This is an optimization exercise on Yosys and OpenROAD, whose aim is small area, a short achievable clock period and few clock cycles per item, not a production implementation.
Where RTL was checked, it was by simulation tests only, not by an equivalence proof against the original.
Power and IR drop assume default switching activity.

main:
Design lru_page_reference_tracker_unit, start of the top module:
module lru_page_reference_tracker_unit #(
  parameter  int KEY_SPACE  = lru_pkg::KEY_SPACE_DEF,
  parameter  int MAX_FRAMES = lru_pkg::MAX_FRAMES_DEF,
  localparam int KW         = $clog2(KEY_SPACE),
  localparam int CW         = $clog2(MAX_FRAMES + 1)
) (
  input  wire logic                      clk,
  input  wire logic                      rst_n,
  input  wire logic                      in_valid,
  output logic                           in_ready,
  input  wire logic [KW-1:0]             in_page_key,
  output logic                           out_valid,
  input  wire logic                      out_ready,
  output logic                           out_hit,
  output logic                           out_evicted,
  output logic [KW-1:0]                  out_evicted_key,
  output logic [CW-1:0]                  out_occupancy,
  input  wire logic                      cfg_valid,
  output logic                           cfg_ready,
  input  wire logic [lru_pkg::CFG_W-1:0] cfg_frames_in_use
);
==> flow/config.mk <==
export PLATFORM = sky130hd
export DESIGN_NAME = lru_page_reference_tracker_unit
export DESIGN_NICKNAME = lru_page_reference_tracker_unit
export VERILOG_FILES = /design/flow/design.v
export SDC_FILE = /design/flow/constraint.sdc
export NUM_CORES = 4
export LEC_CHECK = 0
export CAP_MARGIN = 20
export CORE_MARGIN = 2
export CORE_UTILIZATION = 40
export PLACE_DENSITY = 0.6
export SETUP_SLACK_MARGIN = 3.5
export SLEW_MARGIN = 20
==> flow/constraint.sdc <==
create_clock -name core_clock -period 5.5 [get_ports {clk}]
set_input_delay 1.1000 -clock core_clock [delete_from_list [all_inputs] [get_ports {clk}]]
set_output_delay 1.1000 -clock core_clock [all_outputs]
set_load 0.01 [all_outputs]
run.sh (not shown) runs the stock make flow with config.mk's settings and CLKGATE_MAP_FILE= SYNTH_SCRIPT=/design/flow/synth_recipe.tcl, a recipe that flattens the netlist after the stock synthesis.
main did not stop at any stage, and its layout met the timing, design-rule and antenna checks.
Input changes introduced in the feature branch (baseline for comparison: main):
# main
export LEC_CHECK = 0
export CAP_MARGIN = 20
export CORE_MARGIN = 2
export CORE_UTILIZATION = 40
export PLACE_DENSITY = 0.6
export SETUP_SLACK_MARGIN = 3.5
export SLEW_MARGIN = 20
create_clock -name core_clock -period 5.5 [get_ports {clk}]
# the feature branch
export LEC_CHECK = 0
export ABC_CLOCK_PERIOD_IN_PS = 2500
export CAP_MARGIN = 20
export CORE_MARGIN = 2
export CORE_UTILIZATION = 40
export PLACE_DENSITY = 0.6
export SETUP_SLACK_MARGIN = 3
export SLEW_MARGIN = 20
create_clock -name core_clock -period 5.5 [get_ports {clk}]
--- outcome ---
The flow did not stop early for main: all stages ran, and the layout cleared the timing, design-rule and antenna checks.
The feature branch reached the end of the flow, and the finished layout is clean on the timing, design-rule and antenna checks.
Changes observed in the feature branch relative to main: layout buffer count excluding clock buffers has decreased; wire length on met3 picked up an extra about 90%; power consumed by sequential cells held; worst setup slack shrank by 130 ps; post-route minimum period +130 ps.
Between the feature branch and main, it is the feature branch whose wire length of the first global-routing pass is lower, by about 9%.
Cell leakage power of the feature branch falls short of that of main by a little under 10%.
Comparing area occupied by multi-input gates for main and the feature branch, the bigger number came from main.
Against main, the feature branch reports a global-route usage that is lower.
No run of this note included a check of the RTL's function; only the layout flow was run.

raven:
The RTL this note starts from:
==> flow/design.v <==
`default_nettype none
package lru_pkg;
  localparam int KEY_SPACE_DEF  = 64;
  localparam int MAX_FRAMES_DEF = 8;
  localparam int              CFG_W     = 4;
  localparam logic [CFG_W-1:0] CFG_RESET = 4'd4;
endpackage
`default_nettype wire
`default_nettype none
`default_nettype wire
`default_nettype none
module lru_ctrl #(
  parameter  int KEY_SPACE  = lru_pkg::KEY_SPACE_DEF,
  parameter  int MAX_FRAMES = lru_pkg::MAX_FRAMES_DEF,
  localparam int KW         = $clog2(KEY_SPACE),
  localparam int CW         = $clog2(MAX_FRAMES + 1)
) (
  input  wire logic                      clk,
  input  wire logic                      rst_n,
  input  wire logic                      step,
  input  wire logic [KW-1:0]             key,
  input  wire logic [$clog2(MAX_FRAMES)-1:0] limm1,
  output logic                           res_hit,
  output logic                           res_evicted,
  output logic [KW-1:0]                  res_evicted_key,
  output logic [CW-1:0]                  occupancy
);
  logic [KW-1:0]         list_r [MAX_FRAMES];
  logic [CW-1:0]         count_r;
  logic [MAX_FRAMES-1:0] vld;
  logic [MAX_FRAMES-1:0] match;
  logic [MAX_FRAMES-1:0] shift;
  logic                  hit;
  logic                  full;
  logic [KW-1:0]         tail_key;
  always_comb begin
    for (int i = 0; i < MAX_FRAMES; i++) begin
      vld[i]   = (count_r > CW'(i));
      match[i] = vld[i] && (list_r[i] == key);
    end
  end
  always_comb begin
    shift[0] = 1'b1;
    for (int i = 1; i < MAX_FRAMES; i++) begin
      shift[i] = shift[i-1] & ~match[i-1];
    end
  end
  assign hit  = |match;
  assign full = (count_r > CW'(limm1));
  always_comb begin
    tail_key = '0;
    for (int i = 0; i < MAX_FRAMES; i++) begin
      tail_key = tail_key | ({KW{count_r == CW'(i + 1)}} & list_r[i]);
    end
  end
  always_ff @(posedge clk) begin
    if (step) begin
      list_r[0] <= key;
      for (int i = 1; i < MAX_FRAMES; i++) begin
        if (shift[i]) list_r[i] <= list_r[i-1];
      end
      res_hit         <= hit;
      res_evicted     <= ~hit & full;
      res_evicted_key <= {KW{~hit & full}} & tail_key;
    end
  end
  always_ff @(posedge clk) begin
    if (!rst_n) begin
      count_r <= '0;
    end else if (step && !hit && !full) begin
      count_r <= CW'(count_r + 1'b1);
    end
  end
  assign occupancy = count_r;
endmodule
`default_nettype wire
`default_nettype none
module lru_page_reference_tracker_unit #(
  parameter  int KEY_SPACE  = lru_pkg::KEY_SPACE_DEF,
  parameter  int MAX_FRAMES = lru_pkg::MAX_FRAMES_DEF,
  localparam int KW         = $clog2(KEY_SPACE),
  localparam int CW         = $clog2(MAX_FRAMES + 1)
) (
  input  wire logic                      clk,
  input  wire logic                      rst_n,
  input  wire logic                      in_valid,
  output logic                           in_ready,
  input  wire logic [KW-1:0]             in_page_key,
  output logic                           out_valid,
  input  wire logic                      out_ready,
  output logic                           out_hit,
  output logic                           out_evicted,
  output logic [KW-1:0]                  out_evicted_key,
  output logic [CW-1:0]                  out_occupancy,
  input  wire logic                      cfg_valid,
  output logic                           cfg_ready,
  input  wire logic [lru_pkg::CFG_W-1:0] cfg_frames_in_use
);
  localparam int LW = $clog2(MAX_FRAMES);
  logic [LW-1:0] limm1_r;
  logic [LW-1:0] limm1_wr;
  logic          out_valid_r;
  logic          accept;
  logic          step;
  logic          q0_v, q1_v;
  logic [KW-1:0] q0_key, q1_key;
  always_comb begin
    if (cfg_frames_in_use == '0) begin
      limm1_wr = '0;
    end else if (cfg_frames_in_use > lru_pkg::CFG_W'(MAX_FRAMES)) begin
      limm1_wr = LW'(MAX_FRAMES - 1);
    end else begin
      limm1_wr = LW'(cfg_frames_in_use - 1'b1);
    end
  end
  assign cfg_ready = 1'b1;
  always_ff @(posedge clk) begin
    if (!rst_n) begin
      limm1_r <= LW'(lru_pkg::CFG_RESET - 1'b1);
    end else if (cfg_valid) begin
      limm1_r <= limm1_wr;
    end
  end
  assign in_ready = !q1_v;
  assign accept   = in_valid && !q1_v;
  assign step     = q0_v && (!out_valid_r || out_ready);
  always_ff @(posedge clk) begin
    if (!rst_n) begin
      q0_v <= 1'b0;
      q1_v <= 1'b0;
    end else begin
      if (!q0_v || step) begin
        q0_v <= q1_v || accept;
      end
      q1_v <= q0_v && !step && (q1_v || accept);
    end
  end
  always_ff @(posedge clk) begin
    if (!q0_v || step) begin
      q0_key <= q1_v ? q1_key : in_page_key;
    end
    if (!q1_v) begin
      q1_key <= in_page_key;
    end
  end
  lru_ctrl #(
    .KEY_SPACE  (KEY_SPACE),
    .MAX_FRAMES (MAX_FRAMES)
  ) u_ctrl (
    .clk             (clk),
    .rst_n           (rst_n),
    .step            (step),
    .key             (q0_key),
    .limm1           (limm1_r),
    .res_hit         (out_hit),
    .res_evicted     (out_evicted),
    .res_evicted_key (out_evicted_key),
    .occupancy       (out_occupancy)
  );
  always_ff @(posedge clk) begin
    if (!rst_n) begin
      out_valid_r <= 1'b0;
    end else if (step) begin
      out_valid_r <= 1'b1;
    end else if (out_ready) begin
      out_valid_r <= 1'b0;
    end
  end
  assign out_valid = out_valid_r;
endmodule
`default_nettype wire
clock: 5.5 ns
lec_check: 0
cap_margin: 5
core_margin: 2
core_utilization: 40
place_density: 0.6
setup_slack_margin: 3.4
slew_margin: 5
tns_end_percent: 0
standard.sh (not shown) runs the stock make flow with config.mk's settings and CLKGATE_MAP_FILE= SYNTH_SCRIPT=/design/flow/synth_recipe.tcl, a recipe that flattens the netlist after the stock synthesis.
==> flow/flow/run.sh <==
#!/bin/bash
# The standard layout (the standard.sh) with two changes to buffering:
# the port buffers ORFS inserts before global placement use a small plain
# buffer cell, and clock tree synthesis builds its tree from clkbuf_8 cells under
# a clkbuf_8 root, in clusters of up to 22 sinks and without dummy loads.
set -euo pipefail
export BUFFER_PORTS_ARGS="-buffer_cell sky130_fd_sc_hd__buf_1"
export CTS_ARGS="-sink_clustering_enable -repair_clock_nets -dont_use_dummy_load -sink_clustering_size 22 -sink_clustering_max_diameter 80 -buf_list sky130_fd_sc_hd__clkbuf_8 -root_buf sky130_fd_sc_hd__clkbuf_8"
bash standard.sh > standard_flow.log 2>&1
raven ended with every stage complete and zero timing, DRC or antenna violations.
Testbench counts of raven, summed over its fixed seeds: cycles 16,576, items 16,384.
diff inputs: raven => lagoon
# raven
export LEC_CHECK = 0
export CAP_MARGIN = 5
export CORE_MARGIN = 2
export CORE_UTILIZATION = 40
export PLACE_DENSITY = 0.6
export SETUP_SLACK_MARGIN = 3.4
export SLEW_MARGIN = 5
export TNS_END_PERCENT = 0
create_clock -name core_clock -period 5.5 [get_ports {clk}]
# lagoon
export LEC_CHECK = 0
export CAP_MARGIN = 20
export CORE_MARGIN = 2
export CORE_UTILIZATION = 40
export PLACE_DENSITY = 0.6
export SETUP_SLACK_MARGIN = 3.4
export SLEW_MARGIN = 20
export TNS_END_PERCENT = 0
create_clock -name core_clock -period 5.5 [get_ports {clk}]
Summary of lagoon over raven: mux share of post-synthesis cell area stayed essentially flat; critical path data required time level; standby leakage power now sits at about the same level.
The following lists how cedar was set up differently from lagoon:
# lagoon
export LEC_CHECK = 0
export CAP_MARGIN = 20
export CORE_MARGIN = 2
export CORE_UTILIZATION = 40
export PLACE_DENSITY = 0.6
export SETUP_SLACK_MARGIN = 3.4
export SLEW_MARGIN = 20
export TNS_END_PERCENT = 0
create_clock -name core_clock -period 5.5 [get_ports {clk}]
# cedar
export LEC_CHECK = 0
export CAP_MARGIN = 20
export CORE_MARGIN = 2
export CORE_UTILIZATION = 40
export PLACE_DENSITY = 0.6
export SETUP_SLACK_MARGIN = 3.55
export SLEW_MARGIN = 20
export TNS_END_PERCENT = 0
create_clock -name core_clock -period 5.5 [get_ports {clk}]
==> comparison <==
cedar completed end to end with timing, DRC and antenna clean.
cedar vs lagoon — net count reported at finish rose 2.
On post-CTS setup buffer count: between lagoon and cedar, it ends up lower for lagoon.
On required time of the worst setup path, lagoon and cedar are neck and neck.
cedar -> lagoon: synthesized netlist cell count delta 0, exact match
cedar vs. lagoon: proportion of power drawn by combinational gates barely changed, count of vias placed by the detailed router dropped 19, netlist area before placement barely changed.
In cedar, the worst setup slack after layout came out 7.1 ps below the value in lagoon.
Maximum clock skew at final layout: lagoon vs cedar, no meaningful difference
### cedar -> xenon
# cedar
export LEC_CHECK = 0
export CAP_MARGIN = 20
export CORE_MARGIN = 2
export CORE_UTILIZATION = 40
export PLACE_DENSITY = 0.6
export SETUP_SLACK_MARGIN = 3.55
export SLEW_MARGIN = 20
export TNS_END_PERCENT = 0
create_clock -name core_clock -period 5.5 [get_ports {clk}]
# xenon
export LEC_CHECK = 0
export CAP_MARGIN = 20
export CORE_MARGIN = 2
export CORE_UTILIZATION = 40
export PLACE_DENSITY = 0.6
export SETUP_SLACK_MARGIN = 3.4
export SLEW_MARGIN = 20
export TNS_END_PERCENT = 0
create_clock -name core_clock -period 5.5 [get_ports {clk}]
==> flow/run.sh (new file) <==
#!/bin/bash
# synth_recipe.tcl (not shown) runs the flow's synth.tcl, then flattens the netlist and writes it again
# the make line also repeats each setting of config.mk as NAME=value (left out here)
make -C /OpenROAD-flow-scripts/flow DESIGN_CONFIG=/design/flow/config.mk WORK_HOME=/design/flow/orfs CLKGATE_MAP_FILE= SYNTH_SCRIPT=/design/flow/synth_recipe.tcl finish
removed: flow/flow/run.sh
removed: flow/standard.sh
## What came out
Between cedar and xenon, the flow reports global-route wire length before repair increasing slightly. [xenon vs cedar] number of filler instances in the final layout: lower in xenon. Post-synthesis instance total: xenon vs cedar identical.

## afterwards: timing with drivers on the ports
In the flow no input, the clock included, has a driving cell. The finished layouts below were timed again as built, in two steps.
Step 1: set_driving_cell puts a clkbuf_16 on clk and a buf_2 on each other input, an assumption about the parent block.
Step 2 also shifts input and output timing later by t, the mid clock arrival at the registers, as if the neighbouring blocks saw the same clock.
Three values: ideal ports, drivers, drivers and shift; two values: the first two.
| run | t, ns | setup slack, ns | worst slew at a driven data input, ns |
|---|---|---|---|
| main | 0.387 | 3.107 / 3.111 / 2.724 | 0.04 |
| the feature branch | 0.381 | 2.978 / 2.995 / 2.614 | 0.03 |
| raven | 0.382 | 3.372 / 3.372 / 3.114 | 0.03 |
| lagoon | 0.382 | 3.372 / 3.372 / 3.114 | 0.03 |
| cedar | 0.379 | 3.365 / 3.365 / 3.124 | 0.03 |
| xenon | 0.391 | 3.123 / 3.123 / 2.785 | 0.03 |
After both steps every run listed still meets setup and hold. The setup slack of main, which loses most, moves by +0.004 ns with the drivers and by -0.383 ns with both steps.
